What follows belongs to an exercise in optimizing a design on an open flow for small area; a production flow would make more cautious choices.
In this exercise RTL edits were held to simulation tests only and were not proved equivalent to the original.
Power is estimated from default activity; no workload was simulated.

`flow/run.sh`:
```
#!/bin/bash
# synth_recipe.tcl (not shown) runs the flow's synth.tcl, then flattens the netlist and writes it again
# the make line also repeats each setting of config.mk as NAME=value (left out here)
make -C /OpenROAD-flow-scripts/flow DESIGN_CONFIG=/design/flow/config.mk WORK_HOME=/design/flow/orfs CLKGATE_MAP_FILE= SYNTH_SCRIPT=/design/flow/synth_recipe.tcl finish
```
`flow/config.mk`:
```
export PLATFORM = sky130hd
export DESIGN_NAME = beam_transmitter
export DESIGN_NICKNAME = beam_transmitter
export VERILOG_FILES = /design/flow/design.v
export SDC_FILE = /design/flow/constraint.sdc
export NUM_CORES = 4
export LEC_CHECK = 0
export CAP_MARGIN = 20
export CORE_MARGIN = 2
export CORE_UTILIZATION = 40
export SLEW_MARGIN = 20
```
`flow/constraint.sdc`:
```
create_clock -name core_clock -period 8.0 [get_ports {clk}]
set_input_delay 1.6000 -clock core_clock [delete_from_list [all_inputs] [get_ports {clk}]]
set_output_delay 1.6000 -clock core_clock [all_outputs]
set_load 0.01 [all_outputs]
```
`flow/design.v`:
```
module beam_transmitter (
    input  logic        clk,
    input  logic        rst,
    input  logic        initiate,
    input  logic [7:0]  r_0,
    input  logic [7:0]  angle,
    input  logic [12:0] num_points,
    output logic [63:0] tx_array,
    output logic        done
);
    localparam logic [6:0] GAP_START = 7'd92;    
    logic        busy;
    logic [12:0] pts;        
    logic        neg;        
    logic [7:0]  mag;        
    logic [6:0]  np;
    logic [6:0]  g;
    logic        burst;
    logic [6:0]  q;
    logic [4:0]  rem;
    logic [7:0]  u;
    logic        carry;
    logic [6:0]  g_upd;
    logic [6:0]  d;
    logic [6:0]  n;
    logic [6:0]  m;
    logic [5:0]  mc;
    logic        endb;
    logic        last;
    logic [5:0]  lo;
    logic [5:0]  hi;
    assign burst = ~np[6];
    always_comb begin
        if (mag == 8'd0) begin
            q = 7'd64; rem = 5'd0;
        end else if (mag > 8'd16) begin
            q = 7'd0;  rem = 5'd16;
        end else begin
            q = 7'd16 / mag[4:0];
            rem = 5'd16 % mag[4:0];
        end
    end
    assign u     = {1'b0, g} - {3'b000, rem};
    assign carry = u[7];
    assign g_upd = u[6:0] + (carry ? mag[6:0] : 7'd0);
    assign d    = burst ? q + {6'd0, carry} : 7'd1;
    assign n    = np + d;
    assign m    = n - 7'd1;
    assign mc   = m[6] ? 6'd63 : m[5:0];
    assign endb = burst & n[6];
    assign last = (pts == 13'd1);
    assign done = endb & last;
    assign lo = neg ? np[5:0] : ~mc;
    assign hi = neg ? mc : ~np[5:0];
    always_comb begin
        for (int h = 0; h < 8; h++) begin
            for (int l = 0; l < 8; l++) begin
                tx_array[8*h + l] = burst
                    && (lo[5:3] <= 3'(h)) && (3'(h) <= hi[5:3])
                    && ((lo[3] != h[0]) || (3'(l) >= lo[2:0]))
                    && ((hi[3] != h[0]) || (3'(l) <= hi[2:0]));
            end
        end
    end
    always_ff @(posedge clk) begin
        if (rst)
            busy <= 1'b0;
        else if (!busy)
            busy <= initiate;
        else if (done)
            busy <= 1'b0;
        if (rst || !busy || endb)
            np <= GAP_START;
        else
            np <= n;
        g <= burst ? g_upd : 7'd0;
        if (!busy) begin
            mag <= angle[7] ? 8'(-angle) : angle;
            neg <= angle[7];
            pts <= num_points;
        end else if (endb) begin
            pts <= pts - 13'd1;
        end
    end
endmodule
```
==> results of run 1 <==
sequential cells by signal, summed over array words and instances, names as in the netlist:
register	count
g	7
neg	1
mag	8
busy	1
pts	13
np	7
per-stage QoR:
stage | total power [mW] | std cells
2_1_floorplan | 0.585 | 633
3_3_place_gp | 0.763 | 1012
3_5_place_dp | 0.776 | 1012
4_1_cts | 1.01 | 1072
5_1_grt | 1.13 | 1114
6_report | 1.06 | 1114
worst max-delay path: cells and delay by family, from the launching register on:
family	cells	cell delay [ns]
XOR/XNOR	1	0.13
AND/OR/NAND/NOR	12	1.99
adder cells (fa/ha/maj)	8	1.80
buffers and inverters	8	1.14
flip-flops	1	0.44
AO/OA/AOI/OAI	22	3.85
multiplexers	2	0.42
per-layer routing:
metal  wire, microns  vias to the layer above  part of all wire [%]
met5               0                        -                     0
met4             273                        0                   1.6
met3             647                       23                   3.7
met2            8800                      142                    50
met1            7830                     2798                    45
li1                -                     2917                     -
cell type report:
cell class              count  area (sq um)  share of cell area (%)
multi-input cells         540          4780                    53.3
flip-flops and latches     37           961                    10.7
clock buffers               5           125                    1.40
repair buffers            330          2750                    30.7
well taps                 168           210                    2.35
clock inverters             3          17.5                   0.195
inverters                  31           119                    1.33
final timing paths:
kind	start	endpoint	slack, ns
hold / removal	mag[6]$_DFFE_PN_	g[6]$_SDFF_PP0_	0.66
setup / recovery	mag[2]$_DFFE_PN_	tx_array[27]	-3.62
hold reg to reg	mag[6]$_DFFE_PN_	g[6]$_SDFF_PP0_	0.66
setup reg to reg	mag[2]$_DFFE_PN_	pts[7]$_DFFE_PP_	-1.08
cells in the final DEF, fill, tap and decap left out, drive strengths merged, types with 5 or more instances in the layout:
cell type,n
nor2,117
o21a,5
o31ai,10
o31a,5
nand2,33
clkdlybuf4s50,23
a21o,16
mux2,10
dfxtp,15
a21oi,47
or3,8
o32ai,8
xnor2,39
a31oi,5
nand2b,12
buf,292
clkbuf,14
ha,50
xor2,12
edfxtp,22
nor3,22
nand3,6
nor2b,12
and3,7
o21ai,30
mux2i,9
o22ai,6
inv,31
and2,8
power breakdown:
part           internal (mW)  switching (mW)
Combinational          0.340           0.298
Clock                  0.114          0.0713
Sequential             0.218          0.0170
Total                  0.672           0.386
logic make-up (layout without fill, tap and decap cells):
logic type	Yosys count	after routing	share of synthesized area, %
simple gates	242	242	23.4
compound gates	174	174	25.6
buf+inv	56	369	4.66
fa+ha+maj	53	53	13.8
xor+xnor	51	51	8.99
flops	37	37	19.3
mux	19	19	4.08
other cells	1	1	0.0755
what timing repair did:
| item | 4_1_cts | 5_1_grt |
|---|---|---|
| setup buffers | 53 | 46 |
| gates resized for setup | 258 | 115 |
| pin swaps | 25 | 72 |
| setup endpoints to repair | 86 | 88 |
==> reports/results.ini, run 1 <==
[critical_path]
end_kind=output pin
crit_top_cell=ha_4
cp_slowest_cell=edfxtp_1
rr_worst_depth=50
setup.worst_path.start_class=flop
crit_type=flop to output pin
worstPathArrival_ns=10.02
crit_fanout=8
cpPeakStageDelay_ns=0.44
cp.required_ns=6.40

[die]
ioPinCount=97
coreArea_sq_um=12100
rows=40
initial_core_util_pct=41.2
die_h_microns=115
die_x_microns=115
die_area_sq_um=13300

[synth]
ys_top_cells_by_area=edfxtp_1, ha_1, nor2_1
synth.most_common_cell=nor2_1
ys_seq_area_share_pct=19.3
synthTopCellsByCount=nor2_1, ha_1, a21oi_1
ys.flop_type=edfxtp_1
synth_cell_types=77
synth_top_area_share_pct=13.3
ys_async_sr_fraction_pct=0
synthCells=633
synth-edff-count=22
yosys_warnings=1
ys_ff_latch=37
yosys.area.top_type=edfxtp_1
syn_avg_cell_area_sq_um=7.85
synth_nets=718
synthesis.area_sq_um=4970

[cells_and_area]
diodes=0
syn_to_final_growth_pct=80.5
stdcell_area_sq_um=8960
finalNetCount=1030
finalCoreUtilization_pct=74.3
drive_above_1_share_pct=51.3
fillCellCount=880

[worst_hold_path]
hold_class=flop to flop
holdPathStages=3

[drt]
drt-initial-drc-count=270
routedWlPerCell_microns=15.7
vias=5880
antenna_left=0
finalWirelength_microns=17500
vias_per_cell=5.28
drcViolationCount=0
dr.pass1.iters=4

[timing]
setup_viol=86
relSlewSlack_pct=29.2
fin_crit_sh_pct=145
skew_ns=0.00581
slew_violations=0
final.setup.tns_ns=-243.92
finalHoldViolCount=0
timing.final.crit_period_ns=11.62
fmaxAchievable_mhz=86.0
rsz0062_at_grt=true
worst_pin_slew_ns=1.06
whs_ns=0.661
worst_slack_ns=-3.62

[power]
irDropWorstVdd_mv=0.156
power_leakage_nw=4.03
pwr_density_cell_nw_per_um2=118

[global_routing]
use_met2_pct=43.4
grt_antenna_before_repair=0
grt_busiest_layer=met2
overflow=0
track_usage_pct=24.5
grt_pass1_vias=5660
grt_use_met3_pct=2.20
grt_max_degree=30
use_met1_pct=32.5
grt_pass1_wl_microns=26900

[place]
hpwl_microns=12300
port_buffers=88
routabilityCongestion=0.851
placed_cell_area_sq_um=7680
detailedPlace.worstSlack_ns=-3.55

[clock_network]
cts_hold_repair.buffers=0
cts_tree=built
cts-root-buf=clkbuf_16
clkTransAtPathRegs_ns=0.05
clk-insertion-delay-late_ns=0.28
cts_made_buffers=5
clk_path_buf_depth=2
htreeDepth=2
clock-sinks=37

[outcome]
status=failed layout checks
check-failures=negative setup slack

[flow_run]
maxCapViolCount=0

==> run 2, diff against run 1 <==
--- a/flow/config.mk
+++ b/flow/config.mk
@@ -5,6 +5,7 @@
 export SDC_FILE = /design/flow/constraint.sdc
 export NUM_CORES = 4
 export LEC_CHECK = 0
+export ABC_AREA = 1
 export CAP_MARGIN = 20
 export CORE_MARGIN = 2
 export CORE_UTILIZATION = 40
==> reports/results.ini, run 2 <==
[timing]
worst_pin_slew_ns=0.951  ; was 1.06 ns
fin_crit_sh_pct=143  ; was 145%
timing.final.crit_period_ns=11.42  ; was 11.62 ns
slew_violations=0  ; unchanged
relSlewSlack_pct=36.5  ; was 29.2%
finalHoldViolCount=0  ; unchanged
skew_ns=0.00939  ; was 0.00581 ns
fmaxAchievable_mhz=87.6  ; was 86.0 MHz
setup_viol=88  ; was 86
worst_slack_ns=-3.42  ; was -3.62 ns
rsz0062_at_grt=true  ; unchanged

[synth]
ys_async_sr_fraction_pct=0  ; unchanged
synth-edff-count=22  ; unchanged
synth_cell_types=41  ; was 77
synth.most_common_cell=nand2_1  ; was nor2_1
ys_ff_latch=37  ; unchanged
synth_nets=873  ; was 718
synthTopCellsByCount=nand2_1, nor2_1, inv_1  ; was nor2_1, ha_1, a21oi_1
yosys.area.top_type=nand2_1  ; was edfxtp_1
synth_top_area_share_pct=13.8  ; was 13.3%
synthCells=788  ; was 633
ys_top_cells_by_area=nand2_1, edfxtp_1, ha_1  ; was edfxtp_1, ha_1, nor2_1
yosys_warnings=1  ; unchanged
ys.flop_type=edfxtp_1  ; unchanged
synthesis.area_sq_um=4940  ; was 4970 sq um
ys_seq_area_share_pct=19.5  ; was 19.3%
syn_avg_cell_area_sq_um=6.27  ; was 7.85 sq um

[clock_network]
clock-sinks=37  ; unchanged
clk_path_buf_depth=2  ; unchanged
clk-insertion-delay-late_ns=0.29  ; was 0.28 ns
cts_hold_repair.buffers=0  ; unchanged
htreeDepth=2  ; unchanged
cts-root-buf=clkbuf_16  ; unchanged
clkTransAtPathRegs_ns=0.06  ; was 0.05 ns
cts_tree=built  ; unchanged
cts_made_buffers=5  ; unchanged

[critical_path]
cp_slowest_cell=edfxtp_1  ; unchanged
r2r_slack_ns=-2.97  ; was -1.08 ns
cpPeakStageDelay_ns=0.42  ; was 0.44 ns
rr_worst_depth=86  ; was 50
cp.required_ns=6.40  ; about the same
worstPathArrival_ns=9.82  ; was 10.02 ns
crit_type=flop to output pin  ; unchanged
setup.worst_path.start_class=flop  ; unchanged
crit_path_start=mag[4]$_DFFE_PN_  ; was mag[2]$_DFFE_PN_
r2r_end=np[5]$_SDFF_PP0_  ; was pts[7]$_DFFE_PP_
cp_top_family=simple AND/OR/NAND/NOR gates  ; was compound AO/OA/AOI/OAI gates
path_buf_inv=18  ; was 8
end_kind=output pin  ; unchanged
worst_r2r_startpoint=mag[4]$_DFFE_PN_  ; was mag[2]$_DFFE_PN_
crit_fanout=6  ; was 8

[drt]
vias_per_cell=5.39  ; was 5.28
dr.pass1.iters=5  ; was 4
drcViolationCount=0  ; unchanged
antenna_left=0  ; unchanged
routedWlPerCell_microns=17.9  ; was 15.7 microns
vias=7100  ; was 5880
drt-initial-drc-count=540  ; was 270
finalWirelength_microns=23600  ; was 17500 microns

[die]
coreArea_sq_um=12000  ; was 12100 sq um
rows=40  ; unchanged
die_area_sq_um=13300  ; about the same
die_h_microns=115  ; about the same
ioPinCount=97  ; unchanged
die_x_microns=115  ; about the same
initial_core_util_pct=41.1  ; was 41.2%

[cells_and_area]
diodes=0  ; unchanged
top_register=pts  ; unchanged
syn_to_final_growth_pct=106  ; was 80.5%
stdcell_area_sq_um=10200  ; was 8960 sq um
top_regs=pts x13, mag x8  ; unchanged
layout_commonest_cell=buf_4  ; unchanged
fillCellCount=624  ; was 880
seq_area_sq_um=961  ; unchanged
drive_above_1_share_pct=59.2  ; was 51.3%
finalNetCount=1255  ; was 1030
final_cell_mix=buf_4, nand2_1, buf_6  ; was buf_4, nor2_1, buf_6
multi_input_area_sq_um=5150  ; was 4780 sq um
largest_reg_flops=13  ; unchanged
finalCoreUtilization_pct=84.8  ; was 74.3%

[global_routing]
grt_pass1_wl_microns=34300  ; was 26900 microns
track_usage_pct=32.5  ; was 24.5%
overflow=0  ; unchanged
grt_max_degree=25  ; was 30
grt_antenna_before_repair=0  ; unchanged
grt_pass1_vias=7069  ; was 5660

[outcome]
check-failures=negative setup slack  ; unchanged
status=failed layout checks  ; unchanged

[power]
irDropWorstVdd_mv=0.177  ; was 0.156 mV
power.total_mw=1.33  ; was 1.06 mW
power_leakage_nw=4.94  ; was 4.03 nW
pwr_density_cell_nw_per_um2=131  ; was 118 nW/um^2

[worst_hold_path]
hold_class=flop to flop  ; unchanged
min_to=pts[0]$_DFFE_PP_  ; was g[6]$_SDFF_PP0_
holdCritStartpoint=pts[0]$_DFFE_PP_  ; was mag[6]$_DFFE_PN_
holdPathStages=1  ; was 3

[place]
hpwl_microns=12200  ; was 12300 microns
port_buffers=88  ; unchanged
routabilityCongestion=0.904  ; was 0.851
placed_cell_area_sq_um=7100  ; was 7680 sq um

[flow_run]
maxCapViolCount=0  ; unchanged

## run 2: cell type report
| cell class | instances | share of cell area, % |
|---|---|---|
| flip-flops and latches | 37 | 9.43 |
| clock inverters | 1 | 0.0491 |
| repair buffers | 384 | 32.2 |
| inverters | 113 | 4.46 |
| well taps | 147 | 1.81 |
| multi-input cells | 629 | 50.5 |
| clock buffers | 7 | 1.51 |
## run 2: worst max-delay path by stage
| stage | endpoint | slack (ns) | cells after the start |
|---|---|---|---|
| 2_1_floorplan | tx_array[49] | -2.21 | 64 |
| 3_3_place_gp | tx_array[39] | -3.59 | 68 |
| 3_5_place_dp | tx_array[23] | -3.83 | 68 |
| 4_1_cts | tx_array[43] | -2.99 | 63 |
| 5_1_grt | tx_array[22] | -3.87 | 75 |
| 6_report | tx_array[22] | -3.42 | 74 |
## run 2: worst reg2reg max path: cells and delay by family (launching register included)
kind	cells	cell delay [ns]
DFF	1	0.42
xor gates and xnor gates	2	0.36
AOI/OAI and AO/OA	11	1.44
and+or+nand+nor	26	2.71
buffers and inverters	39	3.91
adders and majority gates	8	2.06
## run 2: logic make-up (layout without fill, tap and decap cells)
| logic type | Yosys count | count (layout) | synth area share, % |
|---|---|---|---|
| XOR/XNOR | 38 | 38 | 6.74 |
| buffers and inverters | 124 | 505 | 9.75 |
| flip-flops | 37 | 37 | 19.5 |
| adder cells (fa/ha/maj) | 53 | 53 | 13.9 |
| AO/OA/AOI/OAI | 98 | 98 | 11.1 |
| other | 1 | 1 | 0.0759 |
| AND/OR/NAND/NOR | 437 | 439 | 38.9 |
## run 2: routing by layer
layer / track usage [%] / routed length, microns
met5: 0 / 0
met4: 15.7 / 1160
met2: 61.4 / 12400
met1: 35.9 / 8940
met3: 3.53 / 1150
## run 2: metrics by stage
| stage | cells | setup WS [ns] | setup TNS, ns | hold slack [ns] |
|---|---|---|---|---|
| after floorplan | 788 | -2.21 | -148.08 | 0.558 |
| after global routing | 1318 | -3.87 | -279.34 | 0.679 |
| after global placement | 1117 | -3.59 | -249.36 | 0.576 |
| final | 1318 | -3.42 | -239.72 | 0.644 |
| after detailed placement | 1117 | -3.83 | -271.13 | 0.613 |
| after CTS | 1320 | -2.99 | -208.33 | 0.645 |
## run 2: where the power goes
group,internal [mW],switching (mW)
clock,0.134,0.0810
sequential,0.218,0.0174
combinational,0.430,0.452
total,0.782,0.551
## run 2: repair_timing
action | in CTS | in global routing
buffers inserted | 193 | 58
setup endpoints to repair | 89 | 92
pin swaps | 99 | 153
hold endpoints to repair | 0 | 0
gates resized for setup | 349 | 301
cloned | 2 | 0
==> run 3, diff against run 2 <==
==> flow/design.v (replaced) <==
module beam_transmitter (
    input  logic        clk,
    input  logic        rst,
    input  logic        initiate,
    input  logic [7:0]  r_0,
    input  logic [7:0]  angle,
    input  logic [12:0] num_points,
    output logic [63:0] tx_array,
    output logic        done
);
    localparam logic [6:0] GAP_START = 7'd92;    
    function automatic logic [7:0] add8(input logic [7:0] a, input logic [7:0] b, input logic cin);
        logic c;
        c = cin;
        for (int i = 0; i < 8; i++) begin
            add8[i] = a[i] ^ b[i] ^ c;
            c = (a[i] & b[i]) | (c & (a[i] ^ b[i]));
        end
    endfunction
    logic        busy;
    logic [12:0] pts;        
    logic        neg;        
    logic [7:0]  mag;        
    logic [6:0]  m;
    logic [6:0]  np;
    logic [6:0]  g;
    logic        burst;
    logic        step;       
    logic        fin;        
    logic        last;
    logic [6:0]  q;
    logic [4:0]  rem;
    logic [7:0]  u;
    logic        carry;
    logic [7:0]  g_upd;
    logic [7:0]  m_inc;
    logic [7:0]  m_sum;
    logic [12:0] pts_dec;
    logic        pts_zero;
    assign {q, rem} =
        (mag == 8'd0 ) ? {7'd64, 5'd0 } :
        (mag == 8'd1 ) ? {7'd16, 5'd0 } :
        (mag == 8'd2 ) ? {7'd8 , 5'd0 } :
        (mag == 8'd3 ) ? {7'd5 , 5'd1 } :
        (mag == 8'd4 ) ? {7'd4 , 5'd0 } :
        (mag == 8'd5 ) ? {7'd3 , 5'd1 } :
        (mag == 8'd6 ) ? {7'd2 , 5'd4 } :
        (mag == 8'd7 ) ? {7'd2 , 5'd2 } :
        (mag == 8'd8 ) ? {7'd2 , 5'd0 } :
        (mag == 8'd9 ) ? {7'd1 , 5'd7 } :
        (mag == 8'd10) ? {7'd1 , 5'd6 } :
        (mag == 8'd11) ? {7'd1 , 5'd5 } :
        (mag == 8'd12) ? {7'd1 , 5'd4 } :
        (mag == 8'd13) ? {7'd1 , 5'd3 } :
        (mag == 8'd14) ? {7'd1 , 5'd2 } :
        (mag == 8'd15) ? {7'd1 , 5'd1 } :
        (mag == 8'd16) ? {7'd1 , 5'd0 } :
                      {7'd0,  5'd16};
    assign u     = add8({1'b0, g}, ~{3'b000, rem}, 1'b1);    
    assign carry = u[7];                                     
    assign g_upd = add8({1'b0, u[6:0]}, carry ? {1'b0, mag[6:0]} : 8'd0, 1'b0);
    assign m_inc = add8({1'b0, m}, 8'd0, 1'b1);
    assign burst = ~np[6];
    assign step  = ~m[6] | m_inc[7];                         
    assign fin   = burst & m_inc[6];                         
    assign m_sum = add8({1'b0, m}, step ? {1'b0, q} : 8'd0, ~step | carry);
    always_comb begin
        logic b;
        b = busy & m_inc[7];                     
        for (int i = 0; i < 13; i++) begin
            pts_dec[i] = pts[i] ^ b;
            b = b & ~pts[i];
        end
    end
    assign pts_zero = (pts == 13'd0);
    assign last = pts_zero;
    assign done = fin & last;
    always_ff @(posedge clk) begin
        if (rst)
            busy <= 1'b0;
        else if (!busy)
            busy <= initiate;
        else if (done)
            busy <= 1'b0;
        if (rst || !busy || fin)
            m <= GAP_START;
        else
            m <= m_sum[6:0];
        np <= {m_inc[6] | rst, m_inc[5:0]};
        g <= step ? g_upd[6:0] : 7'd0;
        if (!busy) begin
            mag <= angle[7] ? 8'(-angle) : angle;
            neg <= angle[7];
        end
        pts <= busy ? pts_dec : num_points;
    end
    logic [5:0] mc;
    logic [5:0] lo;
    logic [5:0] hi;
    assign mc = m[6] ? 6'd63 : m[5:0];
    assign lo = neg ? np[5:0] : ~mc;
    assign hi = neg ? mc : ~np[5:0];
    logic [7:0] grp;
    logic [7:0] pat0;
    logic [7:0] pat1;
    always_comb begin
        for (int h = 0; h < 8; h++)
            grp[h] = burst && (lo[5:3] <= 3'(h)) && (3'(h) <= hi[5:3]);
        for (int l = 0; l < 8; l++) begin
            pat0[l] = (lo[3] || (3'(l) >= lo[2:0])) && (hi[3] || (3'(l) <= hi[2:0]));
            pat1[l] = (!lo[3] || (3'(l) >= lo[2:0])) && (!hi[3] || (3'(l) <= hi[2:0]));
        end
        for (int h = 0; h < 8; h++)
            for (int l = 0; l < 8; l++)
                tx_array[8*h + l] = grp[h] & ((h % 2 == 0) ? pat0[l] : pat1[l]);
    end
endmodule
--- a/flow/config.mk
+++ b/flow/config.mk
@@ -5,7 +5,6 @@
 export SDC_FILE = /design/flow/constraint.sdc
 export NUM_CORES = 4
 export LEC_CHECK = 0
-export ABC_AREA = 1
 export CAP_MARGIN = 20
 export CORE_MARGIN = 2
 export CORE_UTILIZATION = 40
==> reports/results.ini, run 3 <==
[outcome]
status=timing/DRC/antenna clean  ; was failed layout checks

[timing]
fmaxAchievable_mhz=178  ; was 87.6 MHz
skew_ns=0.00596  ; was 0.00939 ns
final.setup.tns_ns=0  ; was -239.72 ns
setup_viol=0  ; was 88
relSlewSlack_pct=38.5  ; was 36.5%
fin_crit_sh_pct=70.3  ; was 143%
worst_pin_slew_ns=0.900  ; was 0.951 ns
rsz0062_at_grt=false  ; was true
timing.final.crit_period_ns=5.62  ; was 11.42 ns
slew_violations=0  ; unchanged
finalHoldViolCount=0  ; unchanged

[global_routing]
grt_antenna_before_repair=0  ; unchanged
overflow=0  ; unchanged
grt_max_degree=36  ; was 25
track_usage_pct=18.2  ; was 32.5%
grt_pass1_vias=2753  ; was 7069
grt_pass1_wl_microns=13100  ; was 34300 microns

[critical_path]
setup.worst_path.start_class=flop  ; unchanged
path_buf_inv=4  ; was 18
worstPathArrival_ns=5.79  ; was 9.82 ns
end_kind=flop  ; was output pin
cpPeakStageDelay_ns=0.54  ; was 0.42 ns
crit_fanout=11  ; was 6
cp_slowest_cell=edfxtp_1  ; unchanged
crit_top_cell=fa_1
cp_top_family=adder cells  ; was simple AND/OR/NAND/NOR gates
crit_chain=nand2b_1, mux2_2, a211o_1, fa_1, fa_1, inv_1, ha_1, inv_1, fa_1, inv_1, ha_1, ha_1, and2_1, ha_1, fa_1, fa_1, inv_1, fa_1, fa_1, fa_1, xnor2_1, xnor2_1, nor2_1
cp.required_ns=8.17  ; was 6.40 ns
crit_type=flop to flop  ; was flop to output pin

[synth]
synthesis.area_sq_um=3300  ; was 4940 sq um
ys.flop_type=dfxtp_1  ; was edfxtp_1
ys_seq_area_share_pct=29.4  ; was 19.5%
synth-edff-count=9  ; was 22
ys_top_cells_by_area=dfxtp_1, nor2_1, ha_1  ; was nand2_1, edfxtp_1, ha_1
synth.most_common_cell=nor2_1  ; was nand2_1
synth_nets=470  ; was 873
ys_async_sr_fraction_pct=0  ; unchanged
synth_cell_types=55  ; was 41
synthCells=399  ; was 788
synthTopCellsByCount=nor2_1, dfxtp_1, inv_1  ; was nand2_1, nor2_1, inv_1
synth_top_area_share_pct=21.2  ; was 13.8%
yosys_warnings=1  ; unchanged
syn_avg_cell_area_sq_um=8.28  ; was 6.27 sq um
ys_ff_latch=44  ; was 37
yosys.area.top_type=dfxtp_1  ; was nand2_1

[die]
ioPinCount=97  ; unchanged
die_area_sq_um=9000  ; was 13300 sq um
die_h_microns=94.9  ; was 115 microns
coreArea_sq_um=8090  ; was 12000 sq um
die_x_microns=94.9  ; was 115 microns
rows=33  ; was 40
initial_core_util_pct=40.8  ; was 41.1%

[power]
power.total_mw=0.485  ; was 1.33 mW
power.switching_mw=0.139  ; was 0.551 mW
power_frac_seq_pct=52.7  ; was 17.7%
power_leakage_nw=1.75  ; was 4.94 nW
pwr_density_cell_nw_per_um2=113  ; was 131 nW/um^2
irDropWorstVdd_mv=0.0695  ; was 0.177 mV
p_clk_share_pct=27.4  ; was 16.1%
swShare_pct=28.6  ; was 41.3%
share_comb_of_total_power_pct=20.0  ; was 66.2%
intPower_mw=0.347  ; was 0.782 mW

[clock_network]
post_cts_resized=0  ; was 349
clock-sinks=44  ; was 37
htreeDepth=2  ; unchanged
cts_setup_buffers=0  ; was 193
cts_tree=built  ; unchanged
cts-root-buf=clkbuf_8  ; was clkbuf_16
clk-insertion-delay-late_ns=0.29  ; about the same
cts_hold_repair.buffers=0  ; unchanged
clk_path_buf_depth=2  ; unchanged
clkTransAtPathRegs_ns=0.08  ; was 0.06 ns
cts_made_buffers=5  ; unchanged

[place]
routabilityCongestion=0.821  ; was 0.904
placed_cell_area_sq_um=4220  ; was 7100 sq um
hpwl_microns=6230  ; was 12200 microns
port_buffers=88  ; unchanged

[drt]
antenna_left=0  ; unchanged
vias_per_cell=5.07  ; was 5.39
drt-initial-drc-count=124  ; was 540
drcViolationCount=0  ; unchanged
routedWlPerCell_microns=13.3  ; was 17.9 microns
vias=2954  ; was 7100
finalWirelength_microns=7760  ; was 23600 microns
dr.pass1.iters=4  ; was 5

[cells_and_area]
syn_to_final_growth_pct=30.2  ; was 106%
largest_reg_flops=13  ; unchanged
stdcell_area_sq_um=4300  ; was 10200 sq um
diodes=0  ; unchanged
drive_above_1_share_pct=5.02  ; was 59.2%
layout_commonest_cell=nor2_1  ; was buf_4
finalNetCount=548  ; was 1255
top_register=pts  ; unchanged
final_cell_mix=nor2_1, clkdlybuf4s50_1, dfxtp_1  ; was buf_4, nand2_1, buf_6
top_regs=pts x13, mag x8  ; unchanged

[worst_hold_path]
hold_class=flop to flop  ; unchanged

[flow_run]
maxCapViolCount=0  ; unchanged

## run 3: cell count changes in the layout (fill, tap and decap cells not counted), sizes merged, moves of 10 or more
cell	delta
fa	+10
dfxtp	+20
nor2	-64
nand3	-44
ha	-24
nand2	-190
buf	-352
edfxtp	-13
inv	-81
xor2	-18
clkdlybuf4s50	+65
o21ai	-35
## run 3: cells by family (layout without fill, tap and decap cells)
family	count (synthesis)	in the layout	share of synthesized area, %
flops	44	44	29.4
mux	5	5	1.93
buf+inv	50	129	6.82
xor+xnor	11	11	2.92
compound gates	78	78	16.0
fa+ha+maj	39	39	17.7
simple gates	172	172	25.2
## run 3: final cells by class
| type | instances | area (sq um) |
|---|---|---|
| clock buffers | 7 | 76.3 |
| fillers | 799 | 3790 |
| multi-input cells | 305 | 2110 |
| inverters | 32 | 120 |
| clock inverters | 1 | 5.00 |
| repair buffers | 89 | 888 |
| flip-flops and latches | 44 | 971 |
| well taps | 105 | 131 |
## run 3: path summary, 6_finish.rpt
check                         end  depth (start not counted)        startpoint  slack (ns)
hold / removal      np[0]$_DFF_P_                          1   m[0]$_SDFF_PP0_        0.49
setup / recovery  g[6]$_SDFF_PN0_                         23  mag[3]$_DFFE_PN_        2.38
setup reg to reg  g[6]$_SDFF_PN0_                         23  mag[3]$_DFFE_PN_        2.38
hold reg to reg     np[0]$_DFF_P_                          1   m[0]$_SDFF_PP0_        0.49
## run 3: per-stage QoR
stage / std cells / setup WS, ns / hold slack (ns) / util, %
floorplan: 399 / 2.71 / 0.438 / -
global placement: 575 / 2.43 / 0.480 / 52.1
detailed placement: 575 / 2.38 / 0.487 / 52.1
CTS: 583 / 2.37 / 0.497 / 53.1
global route: 583 / 1.99 / 0.553 / 53.1
finish: 583 / 2.38 / 0.488 / 53.1
## run 3: power by group through the flow
stage	sequential (mW)	combinational (mW)	clock, mW
6_report	0.256	0.0970	0.133
2_1_floorplan	0.251	0.0803	0
4_1_cts	0.256	0.0980	0.140
5_1_grt	0.259	0.112	0.150
3_5_place_dp	0.261	0.0976	0
3_3_place_gp	0.260	0.0958	0
## run 3: layer usage
| metal | vias up | track usage, % | part of all wire, % |
|---|---|---|---|
| li1 | 1520 | - | - |
| met1 | 1382 | 24.2 | 46 |
| met2 | 41 | 30.0 | 50 |
| met3 | 11 | 3.43 | 2.7 |
| met4 | 0 | 5.31 | 1.4 |
| met5 | - | 0 | 0 |
==> run 4, diff against run 3 <==
--- a/flow/design.v
+++ b/flow/design.v
@@ -39,14 +39,14 @@
     logic        pts_zero;
     assign {q, rem} =
         (mag == 8'd0 ) ? {7'd64, 5'd0 } :
-        (mag == 8'd1 ) ? {7'd16, 5'd0 } :
-        (mag == 8'd2 ) ? {7'd8 , 5'd0 } :
+        (mag == 8'd1 ) ? {7'd15, 5'd1 } :
+        (mag == 8'd2 ) ? {7'd7 , 5'd2 } :
         (mag == 8'd3 ) ? {7'd5 , 5'd1 } :
-        (mag == 8'd4 ) ? {7'd4 , 5'd0 } :
+        (mag == 8'd4 ) ? {7'd3 , 5'd4 } :
         (mag == 8'd5 ) ? {7'd3 , 5'd1 } :
         (mag == 8'd6 ) ? {7'd2 , 5'd4 } :
         (mag == 8'd7 ) ? {7'd2 , 5'd2 } :
-        (mag == 8'd8 ) ? {7'd2 , 5'd0 } :
+        (mag == 8'd8 ) ? {7'd1 , 5'd8 } :
         (mag == 8'd9 ) ? {7'd1 , 5'd7 } :
         (mag == 8'd10) ? {7'd1 , 5'd6 } :
         (mag == 8'd11) ? {7'd1 , 5'd5 } :
@@ -54,7 +54,6 @@
         (mag == 8'd13) ? {7'd1 , 5'd3 } :
         (mag == 8'd14) ? {7'd1 , 5'd2 } :
         (mag == 8'd15) ? {7'd1 , 5'd1 } :
-        (mag == 8'd16) ? {7'd1 , 5'd0 } :
                       {7'd0,  5'd16};
     assign u     = add8({1'b0, g}, ~{3'b000, rem}, 1'b1);    
     assign carry = u[7];                                     
@@ -64,14 +63,9 @@
     assign step  = ~m[6] | m_inc[7];                         
     assign fin   = burst & m_inc[6];                         
     assign m_sum = add8({1'b0, m}, step ? {1'b0, q} : 8'd0, ~step | carry);
-    always_comb begin
-        logic b;
-        b = busy & m_inc[7];                     
-        for (int i = 0; i < 13; i++) begin
-            pts_dec[i] = pts[i] ^ b;
-            b = b & ~pts[i];
-        end
-    end
+    always_comb
+        for (int i = 0; i < 13; i++)
+            pts_dec[i] = pts[i] ^ (busy && m_inc[7] && (pts & ((13'd1 << i) - 13'd1)) == 13'd0);
     assign pts_zero = (pts == 13'd0);
     assign last = pts_zero;
     assign done = fin & last;
@@ -100,6 +94,19 @@
     assign mc = m[6] ? 6'd63 : m[5:0];
     assign lo = neg ? np[5:0] : ~mc;
     assign hi = neg ? mc : ~np[5:0];
+    tx_decode u_decode (
+        .burst    (burst),
+        .lo       (lo),
+        .hi       (hi),
+        .tx_array (tx_array)
+    );
+endmodule
+module tx_decode (
+    input  logic        burst,
+    input  logic [5:0]  lo,
+    input  logic [5:0]  hi,
+    output logic [63:0] tx_array
+);
     logic [7:0] grp;
     logic [7:0] pat0;
     logic [7:0] pat1;
--- a/flow/config.mk
+++ b/flow/config.mk
@@ -9,3 +9,4 @@
 export CORE_MARGIN = 2
 export CORE_UTILIZATION = 40
 export SLEW_MARGIN = 20
+export SYNTH_HIERARCHICAL = 1
==> reports/results.ini, run 4 <==
[clock_network]
clk-insertion-delay-late_ns=0.30  ; was 0.29 ns
clkTransAtPathRegs_ns=0.09  ; was 0.08 ns
cts_setup_buffers=0  ; unchanged
cts-root-buf=clkbuf_8  ; unchanged
cts_made_buffers=5  ; unchanged
htreeDepth=2  ; unchanged
clock-sinks=44  ; unchanged
clk_path_buf_depth=2  ; unchanged
post_cts_resized=0  ; unchanged
cts_tree=built  ; unchanged
cts_hold_repair.buffers=0  ; unchanged

[cells_and_area]
largest_reg_flops=13  ; unchanged
final_cell_mix=nor2_1, clkdlybuf4s50_1, dfxtp_1  ; unchanged
top_regs=pts x13, mag x8  ; unchanged
top_register=pts  ; unchanged
syn_to_final_growth_pct=36.4  ; was 30.2%
diodes=0  ; unchanged
layout_commonest_cell=nor2_1  ; unchanged
drive_above_1_share_pct=5.39  ; was 5.02%
finalCoreUtilization_pct=56.1  ; was 53.1%
finalNetCount=504  ; was 548

[critical_path]
worstPathArrival_ns=6.00  ; was 5.79 ns
crit_type=flop to flop  ; unchanged
end_kind=flop  ; unchanged
cp.required_ns=8.18  ; was 8.17 ns
crit_fanout=8  ; was 11
setup.worst_path.start_class=flop  ; unchanged

[synth]
ys_ff_latch=44  ; unchanged
synth_cell_types=49  ; was 55
ys_top_cells_by_area=dfxtp_1, nor2_1, edfxtp_1  ; was dfxtp_1, nor2_1, ha_1
ys_seq_area_share_pct=32.7  ; was 29.4%
ys_async_sr_fraction_pct=0  ; unchanged
synth.most_common_cell=nor2_1  ; unchanged
synth_nets=419  ; was 470
synthesis.area_sq_um=2970  ; was 3300 sq um
ys.flop_type=dfxtp_1  ; unchanged
synth_top_area_share_pct=23.6  ; was 21.2%
syn_avg_cell_area_sq_um=8.27  ; was 8.28 sq um
synth-edff-count=9  ; unchanged
synthTopCellsByCount=nor2_1, dfxtp_1, inv_1  ; unchanged
yosys.area.top_type=dfxtp_1  ; unchanged
synthCells=359  ; was 399
yosys_warnings=8  ; was 1

[global_routing]
grt_pass1_vias=2542  ; was 2753
grt_busiest_layer=met2  ; unchanged
use_met1_pct=22.7  ; was 24.2%
grt_max_degree=28  ; was 36
track_usage_pct=18.2  ; about the same
grt_pass1_wl_microns=12400  ; was 13100 microns
grt_antenna_before_repair=0  ; unchanged
grt_use_met3_pct=3.52  ; was 3.43%
overflow=0  ; unchanged
use_met2_pct=33.2  ; was 30.0%

[drt]
antenna_left=0  ; unchanged
vias=2727  ; was 2954
finalWirelength_microns=7330  ; was 7760 microns
dr.pass1.iters=4  ; unchanged
routedWlPerCell_microns=13.5  ; was 13.3 microns
drt-initial-drc-count=108  ; was 124
drcViolationCount=0  ; unchanged
vias_per_cell=5.01  ; was 5.07

[die]
ioPinCount=97  ; unchanged
die_h_microns=90.2  ; was 94.9 microns
die_x_microns=90.2  ; was 94.9 microns
initial_core_util_pct=41.2  ; was 40.8%
coreArea_sq_um=7210  ; was 8090 sq um
rows=31  ; was 33
die_area_sq_um=8130  ; was 9000 sq um

[timing]
worst_pin_slew_ns=1.00  ; was 0.900 ns
final.setup.tns_ns=0  ; unchanged
skew_ns=0.00558  ; was 0.00596 ns
finalHoldViolCount=0  ; unchanged
setup_viol=0  ; unchanged
fmaxAchievable_mhz=172  ; was 178 MHz
rsz0062_at_grt=false  ; unchanged
fin_crit_sh_pct=72.7  ; was 70.3%
slew_violations=0  ; unchanged
timing.final.crit_period_ns=5.82  ; was 5.62 ns
relSlewSlack_pct=31.2  ; was 38.5%

[worst_hold_path]
hold_class=flop to flop  ; unchanged

[place]
hpwl_microns=5820  ; was 6230 microns
routabilityCongestion=0.809  ; was 0.821
port_buffers=88  ; unchanged

[power]
power_leakage_nw=1.60  ; was 1.75 nW
pwr_density_cell_nw_per_um2=129  ; was 113 nW/um^2
irDropWorstVdd_mv=0.0693  ; was 0.0695 mV

[flow_run]
maxCapViolCount=0  ; unchanged

[outcome]
status=timing/DRC/antenna clean  ; unchanged

-- run 4: changes by cell type after synthesis, sizes merged, moves of 6 or more --
| cell | before | now |
|---|---|---|
| a21oi | 29 | 15 |
| buf | 13 | 2 |
| ha | 26 | 15 |
| inv | 31 | 22 |
| a211oi | 7 | 1 |
-- run 4: critical path: stages (launching register included) --
cell and delay, ns:
edfxtp_1 0.39, or4_4 0.57, inv_1 0.16, and3_1 0.19, ha_1 0.13, inv_1 0.04, fa_1 0.37, fa_1 0.38
fa_1 0.39, fa_1 0.36, inv_1 0.06, ha_1 0.13, ha_1 0.29, and2_1 0.17, ha_1 0.15, fa_1 0.19
fa_1 0.16, inv_1 0.05, fa_1 0.37, fa_1 0.39, fa_1 0.39, xnor2_1 0.18, xnor2_1 0.14, nor2_1 0.05
-- run 4: area by class of cell --
cell class	instances	area, sq um
Fill cell	692	3160
Multi-Input combinational cell	282	1870
Sequential cell	44	971
Timing Repair Buffer	89	888
Tap cell	99	124
Inverter	22	82.6
Clock buffer	5	68.8
Clock inverter	3	42.5
-- run 4: metrics by stage --
step	power, mW	setup WS (ns)	std cells	area [sq um]	hold slack, ns
after floorplan	0.327	2.49	359	2970	0.404
after global placement	0.355	2.17	536	3940	0.435
after detailed placement	0.357	2.15	536	3940	0.427
after CTS	0.531	2.12	544	4050	0.455
after global routing	0.553	1.84	544	4050	0.498
final	0.522	2.18	544	4050	0.447
-- run 4: worst paths after layout --
path,from,to,slack [ns],cells past startpoint
setup / recovery,mag[5]$_DFFE_PN_,g[6]$_SDFF_PN0_,2.18,23
hold / removal,m[0]$_SDFF_PP0_,np[0]$_DFF_P_,0.45,1
setup reg to reg,mag[5]$_DFFE_PN_,g[6]$_SDFF_PN0_,2.18,23
hold reg to reg,m[0]$_SDFF_PP0_,np[0]$_DFF_P_,0.45,1
-- run 4: kinds of logic (layout without fill, tap and decap cells) --
logic type	count (synthesis)	after routing	synth area share, %
buffers and inverters	33	119	4.21
muxes	12	12	4.30
adders and majority gates	28	28	15.1
AOI/OAI and AO/OA	54	54	12.2
and+or+nand+nor	174	174	27.4
xor gates and xnor gates	14	14	4.13
DFF	44	44	32.7
-- run 4: layer usage --
| metal | up-vias | part of all wire [%] |
|---|---|---|
| met5 | - | 0 |
| met1 | 1275 | 46 |
| li1 | 1390 | - |
| met3 | 4 | 3.4 |
| met2 | 58 | 50 |
| met4 | 0 | 0.52 |
-- run 4: Yosys stat by module (local to each module, per instance) --
module	cell area [sq um]	copies in the design	flops+latches
tx_decode	527	1	0
beam_transmitter	2440	1	44
-- run 4: power breakdown --
group	internal, mW	switching [mW]
logic	0.0454	0.0513
clock network	0.0926	0.0787
registers	0.240	0.0142
total	0.378	0.144
==> run 5, diff against run 4 <==
==> flow/flow/run.sh (new file) <==
#!/bin/bash
# The standard layout (standard.sh: the standard flow's synthesis and ORFS flow), except
# that buffer_ports puts the smallest buffer, buf_1, on every input and
# output port instead of its default choice, a clkdlybuf4s50_1.
set -euo pipefail
bash standard.sh 'BUFFER_PORTS_ARGS=-buffer_cell sky130_fd_sc_hd__buf_1' finish > standard.log 2>&1
==> flow/standard.sh (new file) <==
#!/bin/bash
# synth_recipe.tcl (not shown) runs the flow's synth.tcl, then flattens the netlist and writes it again
# the make line also repeats each setting of config.mk as NAME=value (left out here)
make -C /OpenROAD-flow-scripts/flow DESIGN_CONFIG=/design/flow/config.mk WORK_HOME=/design/flow/orfs CLKGATE_MAP_FILE= SYNTH_SCRIPT=/design/flow/synth_recipe.tcl "${@:-finish}"
removed: flow/run.sh
==> reports/results.ini, run 5 <==
[timing]
skew_ns=0.00876  ; was 0.00558 ns
relSlewSlack_pct=34.8  ; was 31.2%
worst_slack_ns=2.11  ; was 2.18 ns
finalHoldViolCount=0  ; unchanged
worst_pin_slew_ns=0.951  ; was 1.00 ns
rsz0062_at_grt=false  ; unchanged
fin_crit_sh_pct=73.6  ; was 72.7%
final.setup.tns_ns=0  ; unchanged
setup_viol=0  ; unchanged
timing.final.crit_period_ns=5.89  ; was 5.82 ns
slew_violations=0  ; unchanged
fmaxAchievable_mhz=170  ; was 172 MHz

[synth]
synth_cell_types=49  ; unchanged
ys_top_cells_by_area=dfxtp_1, nor2_1, edfxtp_1  ; unchanged
synth_top_area_share_pct=23.6  ; unchanged
synth-edff-count=9  ; unchanged
synthesis.area_sq_um=2970  ; unchanged
ys_async_sr_fraction_pct=0  ; unchanged
yosys_warnings=8  ; unchanged
yosys.area.top_type=dfxtp_1  ; unchanged
ys_ff_latch=44  ; unchanged
synthTopCellsByCount=nor2_1, dfxtp_1, inv_1  ; unchanged
synth_nets=419  ; unchanged
ys.flop_type=dfxtp_1  ; unchanged
syn_avg_cell_area_sq_um=8.27  ; unchanged
synthCells=359  ; unchanged
ys_seq_area_share_pct=32.7  ; unchanged
synth.most_common_cell=nor2_1  ; unchanged

[clock_network]
clk_path_buf_depth=2  ; unchanged
htreeDepth=2  ; unchanged
clock-sinks=44  ; unchanged
cts-root-buf=clkbuf_8  ; unchanged
cts_setup_buffers=0  ; unchanged
clkTransAtPathRegs_ns=0.09  ; about the same
cts_hold_repair.buffers=0  ; unchanged
clk-insertion-delay-late_ns=0.30  ; about the same
cts_made_buffers=5  ; unchanged
post_cts_resized=0  ; unchanged
cts_tree=built  ; unchanged

[place]
place_inst=536  ; unchanged
port_buffers=88  ; unchanged
routabilityCongestion=0.817  ; was 0.809
detailedPlace.worstSlack_ns=2.11  ; was 2.15 ns
hpwl_microns=5140  ; was 5820 microns

[outcome]
status=timing/DRC/antenna clean  ; unchanged

[drt]
drt-initial-drc-count=177  ; was 108
finalWirelength_microns=6510  ; was 7330 microns
antenna_left=0  ; unchanged
routedWlPerCell_microns=12.0  ; was 13.5 microns
dr.pass1.iters=4  ; unchanged
drcViolationCount=0  ; unchanged
vias_per_cell=5.03  ; was 5.01
vias=2736  ; was 2727

[cells_and_area]
fillCellCount=760  ; was 692
top_register=pts  ; unchanged
largest_reg_flops=13  ; unchanged
stdcell_count=544  ; unchanged
layout_commonest_cell=nor2_1  ; unchanged
syn_to_final_growth_pct=17.9  ; was 36.4%
final_cell_mix=nor2_1, buf_1, dfxtp_1  ; was nor2_1, clkdlybuf4s50_1, dfxtp_1
diodes=0  ; unchanged
drive_above_1_share_pct=5.39  ; unchanged
top_regs=pts x13, mag x8  ; unchanged
finalNetCount=504  ; unchanged

[global_routing]
grt_antenna_before_repair=0  ; unchanged
grt_pass1_wl_microns=11500  ; was 12400 microns
track_usage_pct=16.8  ; was 18.2%
overflow=0  ; unchanged
grt_pass1_vias=2599  ; was 2542
grt_max_degree=28  ; unchanged

[critical_path]
crit_type=flop to flop  ; unchanged
worstPathArrival_ns=6.06  ; was 6.00 ns
cp.required_ns=8.18  ; about the same
setup.worst_path.start_class=flop  ; unchanged
crit_fanout=8  ; unchanged
end_kind=flop  ; unchanged

[die]
die_x_microns=90.2  ; unchanged
die_h_microns=90.2  ; unchanged
ioPinCount=97  ; unchanged
initial_core_util_pct=41.2  ; unchanged
die_area_sq_um=8130  ; unchanged
rows=31  ; unchanged
coreArea_sq_um=7210  ; unchanged

[power]
pwr_density_cell_nw_per_um2=147  ; was 129 nW/um^2
power.total_mw=0.514  ; was 0.522 mW
power_leakage_nw=1.40  ; was 1.60 nW
irDropWorstVdd_mv=0.0948  ; was 0.0693 mV

[flow_run]
maxCapViolCount=0  ; unchanged

[worst_hold_path]
hold_class=flop to flop  ; unchanged

run 5: cell counts after synthesis:
No cell type changed its count.
run 5: cell families (layout without fill, tap and decap cells):
family          count (synthesis)  count (layout)  share of synthesized area [%]
simple gates                  174             174                           27.4
compound gates                 54              54                           12.2
flops                          44              44                           32.7
buf+inv                        33             119                           4.21
fa+ha+maj                      28              28                           15.1
xor+xnor                       14              14                           4.13
mux                            12              12                           4.30
run 5: power by group:
group	internal, mW	switching [mW]
clock network	0.0926	0.0773
registers	0.240	0.0141
logic	0.0384	0.0514
total	0.371	0.143
run 5: area by class of cell:
class                   instances  area (sq um)  area share [%]
flip-flops and latches         44           971            27.7
repair buffers                 89           338            9.65
clock inverters                 3          42.5            1.22
clock buffers                   5          68.8            1.97
well taps                      99           124            3.54
inverters                      22          82.6            2.36
multi-input cells             282          1870            53.5
run 5: final timing paths:
check / start / end / slack, ns / cells past startpoint
worst max-delay path: mag[5]$_DFFE_PN_ / g[6]$_SDFF_PN0_ / 2.11 / 23
worst max register to register: mag[5]$_DFFE_PN_ / g[6]$_SDFF_PN0_ / 2.11 / 23
worst min-delay path: m[0]$_SDFF_PP0_ / np[0]$_DFF_P_ / 0.45 / 1
worst min register to register: m[0]$_SDFF_PP0_ / np[0]$_DFF_P_ / 0.45 / 1
run 5: worst max-delay path: stages, from the launching register on:
cell	delay, ns
edfxtp_1	0.40
or4_4	0.58
inv_1	0.16
and3_1	0.18
ha_1	0.14
inv_1	0.05
fa_1	0.37
fa_1	0.39
fa_1	0.39
fa_1	0.36
inv_1	0.07
ha_1	0.14
ha_1	0.28
and2_1	0.17
ha_1	0.16
fa_1	0.19
fa_1	0.16
inv_1	0.05
fa_1	0.38
fa_1	0.40
fa_1	0.39
xnor2_1	0.19
xnor2_1	0.14
nor2_1	0.05
run 5: layer usage:
| layer | vias to the layer above | track usage, % | routed length (microns) |
|---|---|---|---|
| met2 | 61 | 29.3 | 3220 |
| met5 | - | 0 | 0 |
| met3 | 9 | 2.77 | 211 |
| met4 | 0 | 4.74 | 62 |
| met1 | 1275 | 21.4 | 3030 |
| li1 | 1391 | - | - |
run 5: metrics by stage:
step | util, % | instance area (sq um) | hold WS [ns]
6_report | 48.5 | 3500 | 0.453
5_1_grt | 48.5 | 3500 | 0.486
4_1_cts | 48.5 | 3500 | 0.463
3_5_place_dp | 47.0 | 3390 | 0.441
3_3_place_gp | 47.0 | 3390 | 0.434
2_1_floorplan | - | 2970 | 0.404
run 5: Yosys stat by module, one instance, submodules excluded:
module	copies in the design	flops+latches	cells inside
beam_transmitter	1	44	248
tx_decode	1	0	111

[afterwards: timing with drivers on the ports]
Ports are ideal in the flow. The routed layouts listed here were re-timed in OpenROAD.
Step 1 (the two cells are an assumption about what drives the block):
set clk [get_ports {clk}]
set_driving_cell -lib_cell sky130_fd_sc_hd__clkbuf_16 $clk
set_driving_cell -lib_cell sky130_fd_sc_hd__buf_2 [delete_from_list [all_inputs] $clk]
Step 2, shift: input delay + t, output delay - t, t = (earliest + latest rising clock arrival at the registers) / 2. This alone moves slack from input paths to output paths.
a / b / c = ideal ports / drivers / drivers and shift; a / b = the first two.
run | t (ns) | setup WS [ns] | slew at the worst register clock pin (ns)
run 1 | 0.308 | -3.623 / -3.657 / -3.349 | 0.06 / 0.06
run 2 | 0.312 | -3.417 / -3.445 / -3.133 | 0.06 / 0.06
run 3 | 0.320 | 2.377 / 2.377 / 2.377 | 0.08 / 0.08
run 4 | 0.319 | 2.181 / 2.181 / 2.181 | 0.09 / 0.09
run 5 | 0.319 | 2.114 / 2.114 / 2.114 | 0.09 / 0.09
